Source: an optimization exercise on an open RTL-to-GDS flow (aim: a short achievable clock period and few clock cycles per item). Production flows keep margins and buffers that such runs may drop.
Only simulation tests tie the RTL to the original design; equivalence was not proved.

## flow/config.mk

```make
export PLATFORM = sky130hd
export DESIGN_NAME = ascon_fetch
export DESIGN_NICKNAME = ascon_fetch
export VERILOG_FILES = /design/flow/design.v
export SDC_FILE = /design/flow/constraint.sdc
export NUM_CORES = 4
export LEC_CHECK = 0
export CAP_MARGIN = 20
export CORE_MARGIN = 2
export CORE_UTILIZATION = 45
export SETUP_SLACK_MARGIN = 1.5
export SLEW_MARGIN = 40
export TNS_END_PERCENT = 10
```

## flow/constraint.sdc

```tcl
create_clock -name core_clock -period 6.0 [get_ports {clk_core_slow_i}]
set_input_delay 1.2000 -clock core_clock [delete_from_list [all_inputs] [get_ports {clk_core_slow_i}]]
set_output_delay 1.2000 -clock core_clock [all_outputs]
set_load 0.01 [all_outputs]
```

## flow/design.v

```verilog
`timescale 1ns/1ps
module ascon_round (
    input  wire [319:0] state_i,
    input  wire [7:0]   round_const_i,
    output wire [319:0] state_o
);
    wire [63:0] x0 = state_i[319:256];
    wire [63:0] x1 = state_i[255:192];
    wire [63:0] x2 = state_i[191:128] ^ {56'd0, round_const_i};
    wire [63:0] x3 = state_i[127:64];
    wire [63:0] x4 = state_i[63:0];
    reg  [63:0] y0, y1, y2, y3, y4;
    integer b;
    always @(*) begin
        for (b = 0; b < 64; b = b + 1) begin
            y0[b] = x1[b] ? ~(x4[b] ^ x3[b]) : (x3[b] ^ x2[b] ^ x0[b]);
            y1[b] = x4[b] ^ x0[b] ^ (x3[b] ? ~(x2[b] & x1[b]) : (x2[b] | x1[b]));
            y2[b] = ~(x2[b] ^ x1[b] ^ (x4[b] & ~x3[b]));
            y3[b] = x2[b] ^ x1[b] ^ (x0[b] | (x4[b] ^ x3[b]));
            y4[b] = x1[b] ? ~(x3[b] ^ x0[b]) : (x4[b] ^ x3[b]);
        end
    end
    assign state_o[319:256] = y0 ^ {y0[18:0], y0[63:19]} ^ {y0[27:0], y0[63:28]};
    assign state_o[255:192] = y1 ^ {y1[60:0], y1[63:61]} ^ {y1[38:0], y1[63:39]};
    assign state_o[191:128] = y2 ^ {y2[0],    y2[63:1]}  ^ {y2[5:0],  y2[63:6]};
    assign state_o[127:64]  = y3 ^ {y3[9:0],  y3[63:10]} ^ {y3[16:0], y3[63:17]};
    assign state_o[63:0]    = y4 ^ {y4[6:0],  y4[63:7]}  ^ {y4[40:0], y4[63:41]};
endmodule
`timescale 1ns/1ps
module keystream_engine (
    input  wire         clk_core_slow_i,
    input  wire         rst_ni,
    input  wire         start_i,       
    input  wire         keep_i,        
    input  wire [287:0] mix_i,         
    input  wire [31:0]  cipher_i,
    input  wire [31:0]  mixc_i,        
    output wire [31:0]  plain_o,       
    output wire         busy_o         
);
    reg  [319:0] absorb_q;
    reg  [319:0] half_q;
    reg          busy_q;
    wire [319:0] a0, a1, a2, b0, b1, b2;
    ascon_round i_a0 (.state_i(absorb_q), .round_const_i(8'h96), .state_o(a0));
    ascon_round i_a1 (.state_i(a0),       .round_const_i(8'h87), .state_o(a1));
    ascon_round i_a2 (.state_i(a1),       .round_const_i(8'h78), .state_o(a2));
    ascon_round i_b0 (.state_i(half_q),   .round_const_i(8'h69), .state_o(b0));
    ascon_round i_b1 (.state_i(b0),       .round_const_i(8'h5a), .state_o(b1));
    ascon_round i_b2 (.state_i(b1),       .round_const_i(8'h4b), .state_o(b2));
    wire [287:0] mix1 = {288{keep_i}} ^ mix_i;
    wire [31:0]  mixc1 = {32{keep_i}} ^ mixc_i;
    wire [287:0] next_lo;
    genvar i;
    generate
        for (i = 0; i < 288; i = i + 1) begin : g_mix
            assign next_lo[i] = b2[i] ? mix1[i] : mix_i[i];
        end
        for (i = 0; i < 32; i = i + 1) begin : g_plain
            assign plain_o[i] = b2[288 + i] ? mixc1[i] : mixc_i[i];
        end
    endgenerate
    always @(posedge clk_core_slow_i or negedge rst_ni) begin
        if (!rst_ni) begin
            busy_q <= 1'b0;
        end else begin
            busy_q <= start_i;
        end
    end
    always @(posedge clk_core_slow_i) begin
        if (start_i) absorb_q <= {cipher_i, next_lo};
        half_q <= a2;
    end
    assign busy_o = busy_q;
endmodule
`timescale 1ns/1ps
module patch_pipeline (
    input  wire         clk_core_slow_i,
    input  wire         rst_ni,
    input  wire         shift_i,
    input  wire [319:0] patch_i,
    input  wire [1:0]   sel_patch_i,
    input  wire [15:0]  addr_i,
    output reg  [319:0] patch_o,
    output reg          redirect_hit_o,
    output reg  [15:0]  redirect_addr_o,
    output wire         redirect_tag_o
);
    localparam NUM_REDIRECTS = 11;
    reg [319:0] patch_if_q;
    reg [319:0] patch_id_q;
    reg [319:0] patch_ex_q;
    always @(posedge clk_core_slow_i or negedge rst_ni) begin
        if (!rst_ni) begin
            patch_if_q <= 320'd0;
            patch_id_q <= 320'd0;
            patch_ex_q <= 320'd0;
        end else if (shift_i) begin
            patch_if_q <= patch_i;
            patch_id_q <= patch_if_q;
            patch_ex_q <= patch_id_q;
        end
    end
    always @(*) begin
        case (sel_patch_i)
            2'd1:    patch_o = patch_if_q;
            2'd2:    patch_o = patch_id_q;
            2'd3:    patch_o = patch_ex_q;
            default: patch_o = 320'd0;
        endcase
    end
    integer i;
    always @(*) begin
        redirect_hit_o  = 1'b0;
        redirect_addr_o = 16'd0;
        for (i = NUM_REDIRECTS - 1; i >= 0; i = i - 1) begin
            if (patch_id_q[307 - 28*i -: 14] == addr_i[15:2]) begin
                redirect_hit_o  = 1'b1;
                redirect_addr_o = {patch_id_q[293 - 28*i -: 14], 2'b00};
            end
        end
    end
    assign redirect_tag_o = (patch_id_q[319:308] == 12'hfff);
endmodule
`timescale 1ns/1ps
module fetch_decryptor (
    input  wire         clk_core_slow_i,
    input  wire         rst_ni,
    input  wire [31:0]  req_cipher_i,
    input  wire         req_init_state_i,
    input  wire         req_apply_patch_i,
    input  wire         req_valid_i,
    output wire         req_ready_o,
    output wire [31:0]  rsp_plain_o,
    output wire         rsp_redirect_hit_o,
    output wire [15:0]  rsp_redirect_addr_o,
    output wire         rsp_redirect_tag_o,
    output wire         rsp_valid_o,
    input  wire         rsp_ready_i,
    input  wire [319:0] patch_i,
    input  wire         redirect_hit_i,
    input  wire [15:0]  redirect_addr_i,
    input  wire         redirect_tag_i,
    output wire         accept_o,
    output wire         start0_o,
    output wire         keep0_o,
    output wire [287:0] mix0_o,
    output wire [31:0]  cipher0_o,
    output wire [31:0]  mixc0_o,
    input  wire [31:0]  plain0_i,
    input  wire         busy0_i,
    output wire         start1_o,
    output wire         keep1_o,
    output wire [287:0] mix1_o,
    output wire [31:0]  cipher1_o,
    output wire [31:0]  mixc1_o,
    input  wire [31:0]  plain1_i,
    input  wire         busy1_i
);
    localparam [319:0] STATE_INIT = {
        64'h32def87181d97180,
        64'h5e08195f024d70a5,
        64'h470c5742d5b5e50e,
        64'hc9c0ab2425b50d55,
        64'h8dc8253a813db70c
    };
    localparam NB = 16;    
    localparam PW = 5;     
    reg          fresh_q;      
    reg          segp_q;       
    reg [PW-1:0] pend0_q;      
    reg [PW-1:0] pend1_q;      
    reg [PW-1:0] acc_ptr_q;    
    reg [PW-1:0] out_ptr_q;    
    reg [PW-1:0] rd0_q;        
    reg [PW-1:0] rd1_q;        
    reg [NB*288-1:0] e_mix_q;
    reg [NB*32-1:0]  e_cipher_q;
    reg [NB*32-1:0]  e_mixc_q;
    reg [NB-1:0]     e_keep_q;
    reg [NB-1:0]     e_eng_q;
    reg [NB-1:0]     e_hit_q;
    reg [NB*16-1:0]  e_raddr_q;
    reg [NB-1:0]     e_tag_q;
    reg [NB*32-1:0]  e_plain_q;
    reg [NB-1:0]     e_done_q;
    reg  [31:0]    pl0_q, pl1_q;
    reg  [PW-2:0]  pi0_q, pi1_q;
    reg            pv0_q, pv1_q;
    reg  [31:0]  plain_q;
    reg          redirect_hit_q;
    reg  [15:0]  redirect_addr_q;
    reg          redirect_tag_q;
    reg          rsp_valid_q;
    wire [PW-1:0] count   = acc_ptr_q - out_ptr_q;
    wire          full    = count[PW-1];
    wire          advance = !rsp_valid_q || rsp_ready_i;
    assign req_ready_o = advance && !full;
    assign accept_o    = req_valid_i && req_ready_o;
    wire         init    = req_init_state_i || fresh_q;
    wire         eng_new = init ? (pend1_q < pend0_q) : segp_q;
    wire [319:0] mix     = (req_apply_patch_i ? patch_i : 320'd0) ^ (init ? STATE_INIT : 320'd0);
    wire [PW-2:0] i0 = rd0_q[PW-2:0];
    wire [PW-2:0] i1 = rd1_q[PW-2:0];
    wire       have0 = (rd0_q != acc_ptr_q);
    wire       have1 = (rd1_q != acc_ptr_q);
    wire       mine0 = (e_eng_q[i0] == 1'b0);
    wire       mine1 = (e_eng_q[i1] == 1'b1);
    assign start0_o = have0 && mine0 && !busy0_i;
    assign start1_o = have1 && mine1 && !busy1_i;
    wire       step0 = start0_o || (have0 && !mine0);
    wire       step1 = start1_o || (have1 && !mine1);
    assign keep0_o   = e_keep_q[i0];
    assign mix0_o    = e_mix_q[i0*288 +: 288];
    assign cipher0_o = e_cipher_q[i0*32 +: 32];
    assign mixc0_o   = e_mixc_q[i0*32 +: 32];
    assign keep1_o   = e_keep_q[i1];
    assign mix1_o    = e_mix_q[i1*288 +: 288];
    assign cipher1_o = e_cipher_q[i1*32 +: 32];
    assign mixc1_o   = e_mixc_q[i1*32 +: 32];
    wire [PW-2:0] io       = out_ptr_q[PW-2:0];
    wire       out_have = (out_ptr_q != acc_ptr_q) && e_done_q[io];
    wire       take     = out_have && advance;
    always @(posedge clk_core_slow_i or negedge rst_ni) begin
        if (!rst_ni) begin
            fresh_q     <= 1'b1;
            segp_q      <= 1'b1;
            pend0_q     <= {PW{1'b0}};
            pend1_q     <= {PW{1'b0}};
            acc_ptr_q   <= {PW{1'b0}};
            out_ptr_q   <= {PW{1'b0}};
            rd0_q       <= {PW{1'b0}};
            rd1_q       <= {PW{1'b0}};
            rsp_valid_q <= 1'b0;
            pv0_q       <= 1'b0;
            pv1_q       <= 1'b0;
        end else begin
            pv0_q <= start0_o;
            pv1_q <= start1_o;
            if (accept_o) begin
                fresh_q   <= 1'b0;
                segp_q    <= eng_new;
                acc_ptr_q <= acc_ptr_q + 1'b1;
            end
            pend0_q <= pend0_q + (accept_o && !eng_new) - start0_o;
            pend1_q <= pend1_q + (accept_o && eng_new) - start1_o;
            if (step0) rd0_q <= rd0_q + 1'b1;
            if (step1) rd1_q <= rd1_q + 1'b1;
            if (take) begin
                out_ptr_q   <= out_ptr_q + 1'b1;
                rsp_valid_q <= 1'b1;
            end else if (rsp_ready_i) begin
                rsp_valid_q <= 1'b0;
            end
        end
    end
    genvar k;
    generate
        for (k = 0; k < NB; k = k + 1) begin : g_entry
            wire wr  = accept_o && (acc_ptr_q[PW-2:0] == k);
            wire ab0 = pv0_q && (pi0_q == k);
            wire ab1 = pv1_q && (pi1_q == k);
            always @(posedge clk_core_slow_i) begin
                if (wr) begin
                    e_mix_q[k*288 +: 288] <= mix[287:0];
                    e_cipher_q[k*32 +: 32] <= req_cipher_i;
                    e_mixc_q[k*32 +: 32]   <= mix[319:288] ^ req_cipher_i;
                    e_keep_q[k]            <= !init;
                    e_eng_q[k]             <= eng_new;
                    e_hit_q[k]             <= redirect_hit_i;
                    e_raddr_q[k*16 +: 16]  <= redirect_addr_i;
                    e_tag_q[k]             <= redirect_tag_i;
                end
                if (ab0) e_plain_q[k*32 +: 32] <= pl0_q;
                else if (ab1) e_plain_q[k*32 +: 32] <= pl1_q;
            end
            always @(posedge clk_core_slow_i or negedge rst_ni) begin
                if (!rst_ni) begin
                    e_done_q[k] <= 1'b0;
                end else if (wr) begin
                    e_done_q[k] <= 1'b0;
                end else if (ab0 || ab1) begin
                    e_done_q[k] <= 1'b1;
                end
            end
        end
    endgenerate
    always @(posedge clk_core_slow_i) begin
        if (start0_o) begin
            pl0_q <= plain0_i;
            pi0_q <= i0;
        end
        if (start1_o) begin
            pl1_q <= plain1_i;
            pi1_q <= i1;
        end
    end
    always @(posedge clk_core_slow_i) begin
        if (take) begin
            plain_q         <= e_plain_q[io*32 +: 32];
            redirect_hit_q  <= e_hit_q[io];
            redirect_addr_q <= e_raddr_q[io*16 +: 16];
            redirect_tag_q  <= e_tag_q[io];
        end
    end
    assign rsp_plain_o         = plain_q;
    assign rsp_redirect_hit_o  = redirect_hit_q;
    assign rsp_redirect_addr_o = redirect_addr_q;
    assign rsp_redirect_tag_o  = redirect_tag_q;
    assign rsp_valid_o         = rsp_valid_q;
endmodule
`timescale 1ns/1ps
module ascon_fetch (
    input  wire         clk_core_slow_i,
    input  wire         rst_ni,
    input  wire [15:0]  req_addr_i,
    input  wire [31:0]  req_cipher_i,
    input  wire [319:0] req_patch_i,
    input  wire         req_init_state_i,
    input  wire         req_apply_patch_i,
    input  wire [1:0]   req_sel_patch_i,
    input  wire         req_valid_i,
    output wire         req_ready_o,
    output wire [31:0]  rsp_plain_o,
    output wire         rsp_redirect_hit_o,
    output wire [15:0]  rsp_redirect_addr_o,
    output wire         rsp_redirect_tag_o,
    output wire         rsp_valid_o,
    input  wire         rsp_ready_i
);
    wire         accept;
    wire [319:0] sel_patch;
    wire         redirect_hit;
    wire [15:0]  redirect_addr;
    wire         redirect_tag;
    wire         start0, keep0, busy0;
    wire [287:0] mix0;
    wire [31:0]  cipher0, mixc0, plain0;
    wire         start1, keep1, busy1;
    wire [287:0] mix1;
    wire [31:0]  cipher1, mixc1, plain1;
    patch_pipeline i_patch_pipeline (
        .clk_core_slow_i (clk_core_slow_i),
        .rst_ni          (rst_ni),
        .shift_i         (accept),
        .patch_i         (req_patch_i),
        .sel_patch_i     (req_sel_patch_i),
        .addr_i          (req_addr_i),
        .patch_o         (sel_patch),
        .redirect_hit_o  (redirect_hit),
        .redirect_addr_o (redirect_addr),
        .redirect_tag_o  (redirect_tag)
    );
    keystream_engine i_keystream_engine0 (
        .clk_core_slow_i (clk_core_slow_i),
        .rst_ni          (rst_ni),
        .start_i         (start0),
        .keep_i          (keep0),
        .mix_i           (mix0),
        .cipher_i        (cipher0),
        .mixc_i          (mixc0),
        .plain_o         (plain0),
        .busy_o          (busy0)
    );
    keystream_engine i_keystream_engine1 (
        .clk_core_slow_i (clk_core_slow_i),
        .rst_ni          (rst_ni),
        .start_i         (start1),
        .keep_i          (keep1),
        .mix_i           (mix1),
        .cipher_i        (cipher1),
        .mixc_i          (mixc1),
        .plain_o         (plain1),
        .busy_o          (busy1)
    );
    fetch_decryptor i_fetch_decryptor (
        .clk_core_slow_i     (clk_core_slow_i),
        .rst_ni              (rst_ni),
        .req_cipher_i        (req_cipher_i),
        .req_init_state_i    (req_init_state_i),
        .req_apply_patch_i   (req_apply_patch_i),
        .req_valid_i         (req_valid_i),
        .req_ready_o         (req_ready_o),
        .rsp_plain_o         (rsp_plain_o),
        .rsp_redirect_hit_o  (rsp_redirect_hit_o),
        .rsp_redirect_addr_o (rsp_redirect_addr_o),
        .rsp_redirect_tag_o  (rsp_redirect_tag_o),
        .rsp_valid_o         (rsp_valid_o),
        .rsp_ready_i         (rsp_ready_i),
        .patch_i             (sel_patch),
        .redirect_hit_i      (redirect_hit),
        .redirect_addr_i     (redirect_addr),
        .redirect_tag_i      (redirect_tag),
        .accept_o            (accept),
        .start0_o            (start0),
        .keep0_o             (keep0),
        .mix0_o              (mix0),
        .cipher0_o           (cipher0),
        .mixc0_o             (mixc0),
        .plain0_i            (plain0),
        .busy0_i             (busy0),
        .start1_o            (start1),
        .keep1_o             (keep1),
        .mix1_o              (mix1),
        .cipher1_o           (cipher1),
        .mixc1_o             (mixc1),
        .plain1_i            (plain1),
        .busy1_i             (busy1)
    );
endmodule
```

## flow/flow/run.sh

```bash
#!/bin/bash
# Standard layout, with synthesis's adder extraction (extract_fa) turned off:
# the permutation's XOR/AND pairs otherwise become half/full adder cells,
# which ABC cannot restructure. Registers are the standard synthesis's.
set -o pipefail
bash standard.sh ADDER_MAP_FILE= finish > flow_make.log 2>&1
```

## flow/standard.sh

```bash
#!/bin/bash
# synth_recipe.tcl (not shown) runs the flow's synth.tcl, then flattens the netlist and writes it again
# the make line also repeats each setting of config.mk as NAME=value (left out here)
make -C /OpenROAD-flow-scripts/flow DESIGN_CONFIG=/design/flow/config.mk WORK_HOME=/design/flow/orfs CLKGATE_MAP_FILE= SYNTH_SCRIPT=/design/flow/synth_recipe.tcl "${@:-finish}"
```

==> reports/qor.txt <==
Max transition margin -> 29.6%
Worst skew pair latency -> 1.31 ns
Die Height -> 1120 um
DRC -> 0
Final WL -> 2860000 um
Seq/Total Area, Yosys -> 45.3%
Initial antenna violation count -> 284
RD Place Congestion -> 1.07
Total Routing Usage GR -> 44.7%
Final setup viols -> 0
Synth Cell Area -> 561000 um^2
Final Non-Filler Cells -> 65900
Part of the cycle the worst path needs -> 97.2%
Critical path class -> reg -> reg
Pin count of the biggest net entering global routing -> 180
Clock slew at reported path FFs -> 0.07 ns
Critical Path Fanout Max -> 4
Crit-path most repeated cell -> xnor2_1
Mean Syn Cell Area -> 14.0 um^2
Area of the core -> 1240000 um^2
Post-Synthesis Cells -> 40100
Status -> timing/DRC/antenna clean
TritonCTS Buffers -> 945
Worst endpoint required time -> 7.01 ns
Tmin final -> 5.83 ns
TritonRoute pass-1 iters -> 8
Clock Skews -> 0.183 ns
Starting Density -> 45.1%
Worst Path Arrival -> 6.85 ns
Width of the die -> 1120 um
Post-synth EDFFs -> 7192
WL/cell -> 43.4 um
Initial drt markers -> 64500
TritonCTS Sinks -> 8843
Synth Warn # -> 4
I/O pins -> 428
Number of global-route vias before repair -> 381000
Hold Path Class -> in -> reg
Pins Over Slew Limit -> 0
Max Fclk -> 171 MHz
Most frequent cells in the layout -> 7563 x buf_4, 7427 x xnor2_1, 7192 x edfxtp_1
Fill count -> 101000
Routed via count -> 404000
Port Buf Inserts -> 423
Layout cells sized above 1 -> 34.4%
RSZ-0062 raised after global routing -> true
Main synth FF type -> edfxtp_1
Number of nets in the layout -> 48700
Vias/cell -> 6.12
#FFs+latches synth -> 8843
# Max-Cap Violations -> 0
Total grt overflow -> 0
Synth unique cells -> 80
Crit start category -> register
Placed cells -> 63600
First-pass GRT wire length -> 3670000 um
Critical-path cell list -> buf_16 -> xor2_1 -> o21ai_0 -> xor2_1 -> buf_4 -> xnor3_1 -> xnor2_1 -> mux2i_1 -> xnor2_1 -> buf_4 -> xor2_1 -> xnor2_1 -> buf_4 -> mux2i_1 -> xnor2_1 -> buf_4 -> xnor2_1 -> xnor2_2
Worst Max-Slew Pin Slew -> 1.06 ns
H-Tree Depth -> 6
Clock Root Buffer -> clkbuf_16
CP endpoint kind -> register
Fin. Hold Viols -> 0
Slowest cell on crit path -> xnor2_1
Setup_tns -> 0 ns
CTS tree -> done
Post-route antenna net violation count -> 0
Die ar. -> 1250000 um^2
DP HPWL -> 2320000 um
Row count -> 410
Clk buf depth -> 5
Slowest stage delay, CP -> 0.56 ns
Final core utilization -> 56.0%
Area grow syn2layout -> 24.3%
Commonest non-fill, non-tap cell in the layout -> buf_4
Async SR Flop Fraction -> 11.4%
==> per-stage QoR <==
stage | area, um^2 | hold WS, ns | setup slack (ns)
finish | 697000 | 0.448 | 0.165
global route | 697000 | 0.429 | 0.391
CTS | 691000 | 0.383 | 0.515
detailed placement | 652000 | 0.458 | -0.581
global placement | 650000 | 0.455 | -0.800
floorplan | 561000 | 0.423 | -5.57
==> per-layer routing <==
metal,part of all wire (%),global-route usage (%)
met2,41,61.6
met3,13,14.9
met4,8.9,31.5
met5,0.032,0.0640
met1,37,59.3
==> synthesized netlist by cell type (562+ instances only) <==
cell      count  area (um^2)
clkbuf_1   1122         4210
mux2i_1    1461        14600
edfxtp_1   7192       216000
mux4_2     3783        85200
nor2_1     1370         5140
xnor2_1    8383        73400
o21ai_0     562         2810
xnor3_1    1147        25800
dfrtp_1    1009        25200
xor2_1     3385        29600
nor3_1      741         3710
nor2b_1     865         5410
mux2_2      803         9040
nand2_1    4162        15600
dfxtp_1     640        12800
==> state kept, by name, indices dropped and copies added (netlist names), 14 cells and up <==
| name | flops |
|---|---|
| i_keystream_engine0.absorb_q | 320 |
| i_fetch_decryptor.e_eng_q | 16 |
| i_patch_pipeline.patch_id_q | 320 |
| i_fetch_decryptor.pl0_q | 32 |
| i_fetch_decryptor.e_hit_q | 16 |
| i_fetch_decryptor.e_raddr_q | 224 |
| i_fetch_decryptor.e_tag_q | 16 |
| i_keystream_engine1.half_q | 320 |
| i_fetch_decryptor.e_cipher_q | 512 |
| i_fetch_decryptor.e_keep_q | 16 |
| i_fetch_decryptor.e_mixc_q | 512 |
| i_keystream_engine0.half_q | 320 |
| i_fetch_decryptor.plain_q | 32 |
| i_fetch_decryptor.e_done_q | 16 |
| i_keystream_engine1.absorb_q | 320 |
| i_fetch_decryptor.pl1_q | 32 |
| i_fetch_decryptor.e_plain_q | 512 |
| i_fetch_decryptor.e_mix_q | 4608 |
| i_fetch_decryptor.redirect_addr_q | 14 |
| i_patch_pipeline.patch_if_q | 320 |
| i_patch_pipeline.patch_ex_q | 320 |
==> critical path: cells and delay by family, from the launching register on <==
family,cells,cell delay [ns]
buf+inv,5,1.20
flops,1,0.51
mux,2,0.21
compound gates,1,0.21
xor+xnor,10,3.46
==> cells by family after synthesis <==
kind of cell	after synthesis	synth area share, %
compound gates	1503	1.64
xor+xnor	13700	25.8
fa+ha+maj	5	0.00893
buf+inv	1801	1.21
flops	8843	45.3
mux	6048	19.4
other cells	1	0.000669
simple gates	8206	6.57
==> cell type report <==
type	count	area (um^2)	area share, %
clock buffers	1167	24900	3.57
inverters	324	1220	0.175
diodes	271	678	0.0973
clock inverters	586	6630	0.951
well taps	16500	20600	2.96
multi-input cells	29500	314000	45.0
repair buffers	8716	75100	10.8
flip-flops and latches	8843	254000	36.5
==> repair_timing <==
| item | 4_1_cts | 5_1_grt |
|---|---|---|
| endpoints found under the hold margin | 20 | 0 |
| pin swaps | 103 | 216 |
| setup buffers | 96 | 108 |
| setup endpoints to repair | 3841 | 2821 |
| resized for setup | 938 | 814 |
| hold buffers | 1 | 0 |
==> path summary, 6_finish.rpt <==
| kind | start | end | slack [ns] | depth (start not counted) |
|---|---|---|---|---|
| hold / removal | req_patch_i[286] | i_patch_pipeline.patch_if_q[286]$_DFFE_PN0P_ | 0.45 | 3 |
| min in group asynchronous | rst_ni | i_patch_pipeline.patch_id_q[298]$_DFFE_PN0P_ | 0.52 | 2 |
| setup reg to reg | i_keystream_engine0.absorb_q[292]$_DFFE_PP_ | i_keystream_engine0.half_q[17]$_DFF_P_ | 0.17 | 18 |
| max in group asynchronous | rst_ni | i_patch_pipeline.patch_if_q[26]$_DFFE_PN0P_ | 3.97 | 4 |
| setup / recovery | i_keystream_engine0.absorb_q[292]$_DFFE_PP_ | i_keystream_engine0.half_q[17]$_DFF_P_ | 0.17 | 18 |
| hold reg to reg | i_patch_pipeline.patch_if_q[131]$_DFFE_PN0P_ | i_patch_pipeline.patch_id_q[131]$_DFFE_PN0P_ | 0.47 | 2 |
Testbench counts, summed over its fixed seeds: cycles 4,137, items 2,400.

port drivers added, routing unchanged:
The flow's constraints put no driver on any port. The routed layout listed below was extracted and timed again, unchanged, in two steps.
Step 1 assumes that a clkbuf_16 drives the clock port and a buf_2 every other input.
Step 2 times the ports against the registers' clock, not the clock port: input delays grow and output delays shrink by t, the midpoint of the rising clock arrivals with the driver on.
Three values: ideal ports, drivers, drivers and shift; two values: the first two.
shift t [ns]: 1.407
setup WS [ns]: 0.165 / 0.165 / -0.178
worst hold slack (ns): 0.448 / 0.281 / 0.465
With both steps, setup timing fails in this run, where it was met with ideal ports. For this run, drivers alone change the setup slack by 0.000 ns; drivers and shift together by -0.343 ns.
